From an optimization exercise on the open Yosys and OpenROAD flow, aimed at small area, a short achievable clock period and few clock cycles; shortcuts taken in it are not production practice.
RTL that was checked went through simulation tests only; none was proved equivalent to the original.
Power is estimated from default activity; no workload was simulated.

## old
// dark_pixel_centroid
module dark_pixel_centroid (
	input  logic        clk,
	input  logic        arst_n,
	input  logic        cfg_valid,
	output logic        cfg_ready,
	input  logic [2:0]  cfg_index,
	input  logic [16:0] cfg_data,
	input  logic        s_tvalid,
	output logic        s_tready,
	input  logic [7:0]  s_tdata,
	input  logic        s_tlast,
	output logic        m_tvalid,
	input  logic        m_tready,
	output logic [39:0] m_tdata,
	output logic        m_tuser
);
For scale: roughly 1,300 cells after synthesis, roughly 78 I/O pins, roughly 12,000 µm² of cells after synthesis.
clock: 5.0 ns
lec_check: 0
cap_margin: 20
core_margin: 2
core_utilization: 40
cts_buf_list: sky130_fd_sc_hd__clkbuf_8
setup_slack_margin: 2.6
slew_margin: 20
standard.sh (not shown) runs the stock make flow with config.mk's settings and CLKGATE_MAP_FILE= SYNTH_SCRIPT=/design/flow/synth_recipe.tcl, a recipe that flattens the netlist after the stock synthesis.
==> flow/flow/run.sh <==
#!/bin/bash
# The standard layout (standard.sh: the standard flow's synthesis and ORFS flow, unchanged), with the
# ports buffered by the smallest buffer instead of the resizer's default pick; the resizer
# still upsizes or adds buffers where a port's load or timing needs it.
set -euo pipefail
bash standard.sh finish \
	'BUFFER_PORTS_ARGS=-buffer_cell sky130_fd_sc_hd__buf_1' \
	> make_finish.log 2>&1
diff inputs: old => new
- TNS_END_PERCENT: unset -> 0
- SETUP_SLACK_MARGIN: 2.6 -> 2.7
==> comparison <==
Diff old -> new: post-layout minimum cycle time shows no meaningful change, global-route usage went down by 0.29 points, portion of total power attributed to combinational logic now sits lower, clock-pin slew on the worst setup and hold paths neither gained nor lost much.
No functional check of the RTL was part of any run of this note.


Setup of v42:
Another version of the RTL of dark_pixel_centroid (not shown whole).
Size: about 1300 cells after synthesis, about 170 flip-flops.
make LEC_CHECK=0 ABC_CLOCK_PERIOD_IN_PS=2500 CAP_MARGIN=20 CORE_MARGIN=2 CORE_UTILIZATION=40 SETUP_SLACK_MARGIN=2.5 SLEW_MARGIN=20 finish   # period 5.0 ns
run.sh (not shown) runs the stock make flow with config.mk's settings and CLKGATE_MAP_FILE= SYNTH_SCRIPT=/design/flow/synth_recipe.tcl, a recipe that flattens the netlist after the stock synthesis.
Stock flow here: none of the scripts above is used.
In summary, v42 completed successfully, with a layout that passed the timing, design-rule and antenna checks.
Testbench counts of v42, summed over its fixed seeds: cycles 110,388.
### v42 -> v56
Settings: clearing ABC_CLOCK_PERIOD_IN_PS, which used to be 2500; clearing SETUP_SLACK_MARGIN, which used to be 2.5.
[summary]
Comparing the two runs side by side, v56 comes out behind v42 on clock power. Re portion of total power attributed to the clock network: v56 and v42 aren't equal, and the lower value belongs to v42. Cell area (lower): v56. Internal power contribution in v56 is 9.3% lower than in v42.
Input changes introduced in v36 (baseline for comparison: v56):
Settings: SETUP_SLACK_MARGIN now 3.0, previously not set; ABC_CLOCK_PERIOD_IN_PS now 2000, previously not set.
==> summary.txt <==
Taking v56 as the reference, in v36 relative contribution of combinational cells to total power now larger, signed area change from the synthesized netlist to the final layout increased 23 points, share of the cycle needed by the critical path after routing went down.
Reported for v36 and v56, count of maximum capacitance violations turned out identical to the last digit.


## MS
dark_pixel_centroid, a different RTL version from the one above (not shown whole).
For scale: ~1,300 cells after synthesis, ~190 flip-flops, ~78 I/O pins, about 11,000 µm² of cells after synthesis.
make LEC_CHECK=0 CAP_MARGIN=20 CORE_MARGIN=2 CORE_UTILIZATION=40 SETUP_SLACK_MARGIN=3.3 SLEW_MARGIN=20 finish   # period 5.0 ns
Changes in TR relative to MS:
Settings: SETUP_SLACK_MARGIN: 3.3 -> 3.0.
### Flow results
- Comparing TR and MS, worst-case hold slack is higher on TR.
- Sequential share of layout area came out higher on TR than on MS.
- TR vs MS, count of cell instances traversed by the critical path went up by 3.
- [compare] base=MS new=TR: non-clock buffer count increased by about 1.1% relative to the old numbers; hold-critical path depth decreased by 1 relative to the old numbers.
- In TR, detailed route wirelength on metal2 is lower than in MS.
- From MS to TR the numbers moved as follows: worst setup slack lost 0.057 ns, wire length lost about 2.2%, total power lost 210 µW, largest net degree at the start of global routing picked up an extra 14%.
Function was not checked in any run of this note: the RTL went through the layout flow alone.


Another version of the RTL of dark_pixel_centroid (not shown whole).
For scale: about 1,200 cells after synthesis, about 78 I/O pins.
Design dark_pixel_centroid, start of the top module:
module dark_pixel_centroid (
	input  logic        clk,
	input  logic        arst_n,
	input  logic        cfg_valid,
	output logic        cfg_ready,
	input  logic [2:0]  cfg_index,
	input  logic [16:0] cfg_data,
	input  logic        s_tvalid,
	output logic        s_tready,
	input  logic [7:0]  s_tdata,
	input  logic        s_tlast,
	output logic        m_tvalid,
	input  logic        m_tready,
	output logic [39:0] m_tdata,
	output logic        m_tuser
);
	logic [7:0]  cfg_wm1;                         
	logic [8:0]  cfg_xs1, cfg_xe1, cfg_ys1, cfg_ye1;   
	logic [7:0]  cfg_thr;
	logic [16:0] cfg_min, cfg_max;
	logic [8:0]  cfg_dec;
	assign cfg_ready = 1'b1;
	always_comb begin
		for (int i = 0; i < 9; i++) cfg_dec[i] = cfg_data[i] ^ ~|(cfg_data[8:0] & ((9'd1 << i) - 9'd1));
	end
	always_ff @(posedge clk or negedge arst_n) begin
		if (!arst_n) begin
			cfg_wm1 <= 8'd95;
			cfg_thr <= 8'd85;
			cfg_xs1 <= 9'd9;
			cfg_xe1 <= 9'd85;
			cfg_ys1 <= 9'd9;
			cfg_ye1 <= 9'd85;
			cfg_min <= 17'd180;
			cfg_max <= 17'd3176;
		end else if (cfg_valid) begin
			case (cfg_index)
				3'd0: cfg_wm1 <= cfg_dec[8] ? {8{cfg_data[8]}} : cfg_dec[7:0];
				3'd1: cfg_thr <= cfg_data[7:0];
				3'd2: cfg_xs1 <= cfg_dec;
				3'd3: cfg_xe1 <= cfg_dec;
				3'd4: cfg_ys1 <= cfg_dec;
				3'd5: cfg_ye1 <= cfg_dec;
				3'd6: cfg_min <= cfg_data;
  ...
Settings: LEC_CHECK=0, CAP_MARGIN=20, CORE_MARGIN=2, CORE_UTILIZATION=40, CTS_BUF_LIST=sky130_fd_sc_hd__clkbuf_8, SETUP_SLACK_MARGIN=2.65, SLEW_MARGIN=20; clock period 5.0 ns.
standard.sh (not shown) runs the stock make flow with config.mk's settings and CLKGATE_MAP_FILE= SYNTH_SCRIPT=/design/flow/synth_recipe.tcl, a recipe that flattens the netlist after the stock synthesis.
Scripts as last shown in full above: flow/flow/run.sh
Testbench counts at the start, summed over its fixed seeds: cycles 111,092.
Change:
Settings changed: SETUP_SLACK_MARGIN 2.65 to 2.78.
Result: The changed run completed with no timing, DRC or antenna violations; design area is higher by a few percent; synthesized area is unchanged; die area is unchanged; sequential share of layout area came out lower by 1.1 points; sequential power falls slightly; core utilization increases by 1.6 points; non-clock buffer count came out higher by 26; worst setup slack improved by 0.049 ns.
Change:
Settings changed: PLACE_DENSITY set to 0.5, SETUP_SLACK_MARGIN 2.78 to 2.7.
After rerunning: Cell area goes down by about 2%; core utilization decreases by 0.93 points; power drops by 2.1%.
Change:
Settings changed: PLACE_DENSITY 0.5 to unset.
After rerunning: First-iteration DRC count climbs by 9.4%. Clock power stays flat. Wire length drops by 8.4%. Cell area drops by 0.31%. Synthesized cell count is unchanged. Cell count drops by 0.42%. Worst setup slack improved by 0.024 ns.
Change:
Settings changed: PLACE_DENSITY set to 0.7.
Effect: The new run completed with no timing, DRC or antenna violations; synthesized cell count does not change; wire length came out higher by 0.75%; first-iteration DRC count is higher by 31%; worst setup slack got worse by 0.030 ns; final area hardly moves; synthesized area does not change; total power decreases by 0.46%; maximum frequency fell by 1.3%.
Change:
Settings changed: PLACE_DENSITY 0.7 to unset, TNS_END_PERCENT set to 0.
The new run ran to the end with no violations.
Worst setup slack improves by 0.013 ns.
Maximum frequency rose by 0.56%.
Synthesized area does not change.
Worst hold slack improves by 0.0085 ns.
Non-clock buffer count fell by 10.

[re-timing with driven ports]
The results above use ideal ports. As a check the final layouts listed here were re-extracted and re-timed, cells and wires unchanged. Step 1 (the two cells are an assumption about what drives the block):
set clk [get_ports {clk}]
set_driving_cell -lib_cell sky130_fd_sc_hd__clkbuf_16 $clk
set_driving_cell -lib_cell sky130_fd_sc_hd__buf_2 [delete_from_list [all_inputs] $clk]
Step 2 times the ports against the registers' clock, not the clock port: input delays grow and output delays shrink by t, the midpoint of the rising clock arrivals with the driver on. Slacks: no drivers / after step 1 / after step 2; pairs: no drivers / after step 1.
run	t, ns	setup slack, ns	worst setup path after step 2	worst slew at a driven data input, ns
old	0.513	2.615 / 2.615 / 2.479	input to register	0.04
new	0.509	2.616 / 2.616 / 2.350	input to register	0.04
v42	0.483	2.221 / 2.221 / 1.784	input to register	0.03
v56	0.487	1.315 / 1.315 / 0.857	input to register	0.04
v36	0.487	2.163 / 2.191 / 1.705	input to register	0.05
MS	0.482	2.255 / 2.255 / 2.109	input to register	0.04
TR	0.486	2.198 / 2.198 / 2.137	input to register	0.04
the first run of note 4	0.520	2.667 / 2.649 / 2.217	input to register	0.06
the second run of note 4	0.529	2.717 / 2.717 / 2.295	input to register	0.04
the third run of note 4	0.524	2.671 / 2.671 / 2.294	input to register	0.03
the fourth run of note 4	0.524	2.696 / 2.696 / 2.289	input to register	0.04
the fifth run of note 4	0.530	2.666 / 2.666 / 2.271	input to register	0.06
the sixth run of note 4	0.516	2.679 / 2.668 / 2.204	input to register	0.04
After both steps setup and hold are still met in every run listed. The setup slack of the sixth run of note 4, which loses most, moves by -0.011 ns with the drivers and by -0.475 ns with both steps.
